Background: an optimization exercise with open tools, aiming at small area, a short achievable clock period and few clock cycles per item. Do not read the settings as production practice. No functional check of the RTL was part of any run shown here.

==> flow/design.v (outline; a module is shown in full before it is edited, if it fits) <==
// module vector_magnitude_offset: 4376 lines
module vector_magnitude_offset #(
    parameter int SAMPLE_WIDTH = 16
) (
    input  wire logic        clk,
    input  wire logic        rst_n,
    input  wire logic        pair_valid,
    output logic             pair_ready,
    input  wire logic [15:0] pair_x_value,
    input  wire logic [15:0] pair_y_value,
    input  wire logic        pair_last_in,
    output logic             result_valid,
    input  wire logic        result_ready,
    output logic [15:0]      result_magnitude,
    output logic             result_last_out
);
  // ...
==> flow/run.sh <==
#!/bin/bash
# synth_recipe.tcl (not shown) runs the flow's synth.tcl, then flattens the netlist and writes it again
# the make line also repeats each setting of config.mk as NAME=value (left out here)
make -C /OpenROAD-flow-scripts/flow DESIGN_CONFIG=/design/flow/config.mk WORK_HOME=/design/flow/orfs CLKGATE_MAP_FILE= SYNTH_SCRIPT=/design/flow/synth_recipe.tcl finish
==> flow/config.mk <==
export PLATFORM = sky130hd
export DESIGN_NAME = vector_magnitude_offset
export DESIGN_NICKNAME = vector_magnitude_offset
export VERILOG_FILES = /design/flow/design.v
export SDC_FILE = /design/flow/constraint.sdc
export NUM_CORES = 4
export LEC_CHECK = 0
export ABC_CLOCK_PERIOD_IN_PS = 3500
export CAP_MARGIN = 20
export CORE_MARGIN = 2
export CORE_UTILIZATION = 40
export PLACE_DENSITY = 0.6
export SETUP_SLACK_MARGIN = 3.5
export SLEW_MARGIN = 20
==> flow/constraint.sdc <==
create_clock -name core_clock -period 7.0 [get_ports {clk}]
set_input_delay 1.4000 -clock core_clock [delete_from_list [all_inputs] [get_ports {clk}]]
set_output_delay 1.4000 -clock core_clock [all_outputs]
set_load 0.01 [all_outputs]
==> impl_metrics.yaml, run 1 <==
timing:
  report.final.hold_viol_count: 0
  fmax_ghz: 0.290
  final-setup-viol-count: 0
  slew_headroom: 0.312
critical_path:
  r2r_end: "p1_m17_1"
  arrival_ps: 3760
finish:
  buffers_excl_clock: 111
  seq-cell-share: 0.367
  final_common_cell: "edfxtp_1"
  syn2layout_area_growth_pct: 12.5
  buffer_area_frac: 0.0320
  clock_area_frac: 0.0438
  largest_register_ffs: 32
clocking:
  cts_tree: "yes"
  clk_pin_slew_ps: 60
  post_cts_buffers: 22
  htreeDepth: 2
  cts-hold-fix-buffers: 0
run_status:
  outcome: "finished clean"
global_routing:
  grt_pass1_wl_um: 90100
synthesis:
  synth_area_leader_cell: "edfxtp_1"
  synth_nets: 2973
  synth.avg_cell_area_um2: 11.9
  yosysMostFrequentCell: "edfxtp_1"
  yosysWarnings: 1
  yosys-top-cells-count: "375 x edfxtp_1, 307 x inv_1, 257 x fa_1, 257 x ha_1, 200 x nand2_1"
hold_path:
  min_path_cells: 0
floorplanning:
  boundaryPins: 56
route:
  wl_met3_um: 1650
==> run 2, diff against run 1 <==
--- a/flow/design.v
+++ b/flow/design.v
@@ -19,18 +19,18 @@
     input  wire logic        pair_last_in,
     output logic             result_valid,
     input  wire logic        result_ready,
     output logic [15:0]      result_magnitude,
     output logic             result_last_out
 );
 logic adv;
 logic [8:0] v;
-logic out_v, skid_v, ready_q, valid_q;
-assign adv = ~skid_v;
+logic out_v;
+assign adv = ~out_v | result_ready;
 always_ff @(posedge clk or negedge rst_n)
     if (!rst_n) v <= '0;
     else if (adv) v <= {v[7:0], pair_valid};
 logic [15:0] xa, xb;
 assign xa = pair_x_value[15] ? 16'(-pair_x_value) : pair_x_value;
 assign xb = pair_y_value[15] ? 16'(-pair_y_value) : pair_y_value;
 logic [15:0] p0_a;
 logic [15:0] p0_b;
@@ -4337,50 +4337,23 @@
 assign e3_0[18] = e3_0_p[18] ^ e3_0_G4_17;
 assign e3_0[19] = e3_0_p[19] ^ e3_0_G4_18;
 assign d1_0 = e1_0; assign d2_0 = e2_0; assign d3_0 = e3_0;
 assign g1_0 = ~d1_0[19];
 assign g2_0 = ~d2_0[19];
 assign g3_0 = ~d3_0[19];
 logic [15:0] res_d;
 assign res_d = {p8_q[13:5] + 9'd1, p8_q[4:0], {g2_0, g3_0 | (g1_0 & ~g2_0)}};
-logic [15:0] out_m, skid_m;
-logic out_l, skid_l;
-logic out_v_n, skid_v_n;
-wire in_v = v[8];
-always_comb begin
-    out_v_n  = out_v;
-    skid_v_n = skid_v;
-    if (skid_v) begin
-        if (result_ready) skid_v_n = 1'b0;
-    end else if (in_v) begin
-        if (!out_v || result_ready) out_v_n = 1'b1;
-        else skid_v_n = 1'b1;
-    end else if (result_ready) begin
-        out_v_n = 1'b0;
-    end
-end
+logic [15:0] out_m;
+logic out_l;
 always_ff @(posedge clk or negedge rst_n)
-    if (!rst_n) begin
-        out_v   <= 1'b0;
-        skid_v  <= 1'b0;
-        valid_q <= 1'b0;
-        ready_q <= 1'b0;
-    end else begin
-        out_v   <= out_v_n;
-        skid_v  <= skid_v_n;
-        valid_q <= out_v_n;
-        ready_q <= ~skid_v_n;
-    end
-always_ff @(posedge clk) if (!skid_v) begin
-    skid_m <= res_d;
-    skid_l <= p8_last;
-end
-always_ff @(posedge clk) if (result_ready || (!skid_v && !out_v)) begin
-    out_m <= skid_v ? skid_m : res_d;
-    out_l <= skid_v ? skid_l : p8_last;
+    if (!rst_n) out_v <= 1'b0;
+    else if (adv) out_v <= v[8];
+always_ff @(posedge clk) if (adv) begin
+    out_m <= res_d;
+    out_l <= p8_last;
 end
-assign pair_ready       = ready_q;
-assign result_valid     = valid_q;
+assign pair_ready       = adv;
+assign result_valid     = out_v;
 assign result_magnitude = out_m;
 assign result_last_out  = out_l;
 endmodule
 `default_nettype wire
==> run 2 against run 1 <==
Compared with the run above:
- highest routed layer unchanged
- setup slack worse by 160 ps
- via count is 0.69% lower
- cell area is 1.2% lower
- first-iteration DRC count is 4.5% higher
- area after synthesis is 1.8% lower
- synthesized cell count is 2.2% lower
- largest cell class unchanged
- clock-buffer cell count is 1 higher
- non-clock buffer count is 1 lower
- critical path type is now primary input to output pin
==> impl_metrics.yaml, run 2 <==
run_status:
  outcome: "finished clean"
global_routing:
  grt.met2_usage: 0.265
  grtUsageMet1: 0.177
  grt_pass1_wl_um: 89300
  grt_busiest_layer: "met2"
  grt_max_degree: 98
  grt_pass1_vias: 18600
  track_usage: 0.146
  antenna_found_initial: 0
  use_met3: 0.0218
  gr-total-overflow: 0
synthesis:
  synthFlopType: "edfxtp_1"
  synth_cell_type_count: 81
  synth.top_cell.area_share: 0.398
  yosysMostFrequentCell: "edfxtp_1"
  syn_inst: 2369
  yosys-top-cells-area: "edfxtp_1 40%, fa_1 18%, ha_1 11%, inv_1 4.0%, xnor2_1 2.7%"
  synth_area_leader_cell: "edfxtp_1"
  yosys-top-cells-count: "375 x edfxtp_1, 302 x inv_1, 257 x fa_1, 257 x ha_1, 186 x nand2_1"
  async_flop_share: 0.0260
  yosysWarnings: 1
  synth_edf_count: 375
  netlist_area_mm2: 0.0283
  ys_seq_area_frac: 0.407
  synth.avg_cell_area_um2: 11.9
  synth_nets: 2920
  synth_seq_cells: 385
critical_path:
  worstPathMaxFanout: 2
  cp.required_ps: 5600
  cpLargestDelayFamily: "buffers and inverters"
  crit_path_end_kind: "output pin"
  path_class: "primary input to output pin"
  path_buf_inv: 2
  max_stage_delay_ps: 490
  slowest_stage: "clkdlybuf4s50_1"
  startpoint_type: "primary input"
  arrival_ps: 2210
  worstPathCellList: "clkdlybuf4s50_1 -> nand2b_4 -> clkbuf_2"
finish:
  drive_above_1_share: 0.0837
  register_area_mm2: 0.0115
  top_register: "p2_n"
  final_common_cell: "edfxtp_1"
  layout_common_cells: "375 x edfxtp_1, 302 x inv_1, 256 x ha_1"
  largest_registers: "p2_n: 32 flops, p3_n: 24 flops, p4_n: 20 flops"
  final_area_mm2: 0.0320
  syn2layout_area_growth_pct: 13.2
  multi_input_area_mm2: 0.0156
  largest_register_ffs: 32
  nets: 3032
  fillers: 6304
  diodes: 0
clocking:
  numCtsBuffers: 47
  cts_tree: "yes"
  clock-sinks: 385
  clock-root-buffer: "clkbuf_16"
  clk_pin_slew_ps: 60
  clock_path_buffers: 3
  clkLatencyLatePin_ps: 580
  htreeDepth: 2
  cts-hold-fix-buffers: 0
timing:
  tightest_slew_ps: 791
  final-setup-viol-count: 0
  post-route-min-period_ps: 3610
  rsz0062_at_grt: "yes"
  slew_viol_final: 0
  slew_headroom: 0.473
  fmax_ghz: 0.277
  fin_crit_sh: 0.515
  report.final.hold_viol_count: 0
  finalSetupTns_ps: 0
  finClkSkew_ps: 14.0
route:
  vias_per_cell: 5.01
  routedWlPerCell_um: 15.3
  drc_errors: 0
  vias: 17300
  drt_iter0_markers: 859
  antenna_left: 0
  drt-total-wl_um: 52900
  drt_pass1_iterations: 5
placed_design:
  numPortBuffers: 55
  gp_congestion: 0.824
  placed_cell_area_mm2: 0.0299
  dpl.hpwl_um: 39100
floorplanning:
  die_w_um: 270
  fp.dieH_um: 270
  rows: 97
  boundaryPins: 56
  dieArea_mm2: 0.0729
  core_area_mm2: 0.0700
  start_util: 0.404
hold_path:
  min_path_type: "flip-flop to flip-flop"
run:
  cap_violations: 0
## run 2: cell families after synthesis
kind of cell | Yosys count | synth area share
AND/OR/NAND/NOR | 555 | 0.0981
adder cells (fa/ha/maj) | 514 | 0.295
flip-flops | 385 | 0.407
AO/OA/AOI/OAI | 375 | 0.0911
buffers and inverters | 352 | 0.0475
XOR/XNOR | 138 | 0.0427
multiplexers | 50 | 0.0184
## run 2: layer usage
layer	vias up	wire, um	part of all wire
met4	0	1320	0.025
met1	8592	23100	0.44
met5	-	0	0
li1	8430	-	-
met3	83	1600	0.030
met2	225	26800	0.51
## run 2: path summary, 6_finish.rpt
check / startpoint / to / slack [ps] / cells past startpoint
setup reg to reg: p0_a[2] / p1_m19_1 / 3590 / 8
min in group asynchronous: rst_n / v[0] / 1140 / 1
hold reg to reg: p2_n[9] / p3_n[9] / 410 / 0
setup / recovery: result_ready / pair_ready / 3390 / 3
hold / removal: p2_n[9] / p3_n[9] / 410 / 0
max in group asynchronous: rst_n / v[7] / 5550 / 1
## run 2: area by class of cell
| class | instances | area share |
|---|---|---|
| clock buffer | 56 | 0.0400 |
| clock inverter | 32 | 0.00988 |
| inverter | 303 | 0.0355 |
| multi-input combinational | 1634 | 0.487 |
| sequential | 385 | 0.359 |
| tap | 940 | 0.0367 |
| timing repair buffer | 110 | 0.0321 |
## run 2: through the flow
step                      hold WS, ps  setup slack, ps  std cells  utilization
after floorplan                   400             3070       2369            -
after global placement            401             2780       3325        0.427
after detailed placement          405             2780       3325        0.427
after CTS                         410             3240       3435        0.453
after global routing              414             3360       3460        0.458
final                             413             3390       3460        0.458
## run 2: worst reg2reg max path: stages, from the launching register on
cell and delay, ps:
edfxtp_1 470, and2_4 210, fa_1 440, fa_1 570, inv_1 60, fa_2 520, inv_1 60, fa_2 360
fa_1 450
## run 2: timing repair
item,in CTS,in global routing
cloned,2,1
gates resized for setup,9,33
setup endpoints to repair,45,174
setup buffers,20,24
pin swaps,1,8

==> what the ideal ports hide <==
The results above use ideal ports. As a check the final layouts listed here were re-extracted and re-timed, cells and wires unchanged.
Step 1, drivers: a clkbuf_16 drives clk and a buf_2 each remaining input, both assumed.
Step 2 times the ports against the registers' clock, not the clock port: input delays grow and output delays shrink by t, the midpoint of the rising clock arrivals with the driver on.
a / b / c = ideal ports / drivers / drivers and shift; a / b = the first two.
run | t (ns) | slack for setup (ns) | worst setup path after step 2
run 1 | 0.626 | 3.554 / 3.554 / 3.309 | input to register
run 2 | 0.633 | 3.392 / 3.339 / 3.187 | input to register
After both steps every run listed still meets setup and hold. The setup slack of run 1, which loses most, moves by 0.000 ns with the drivers and by -0.245 ns with both steps.
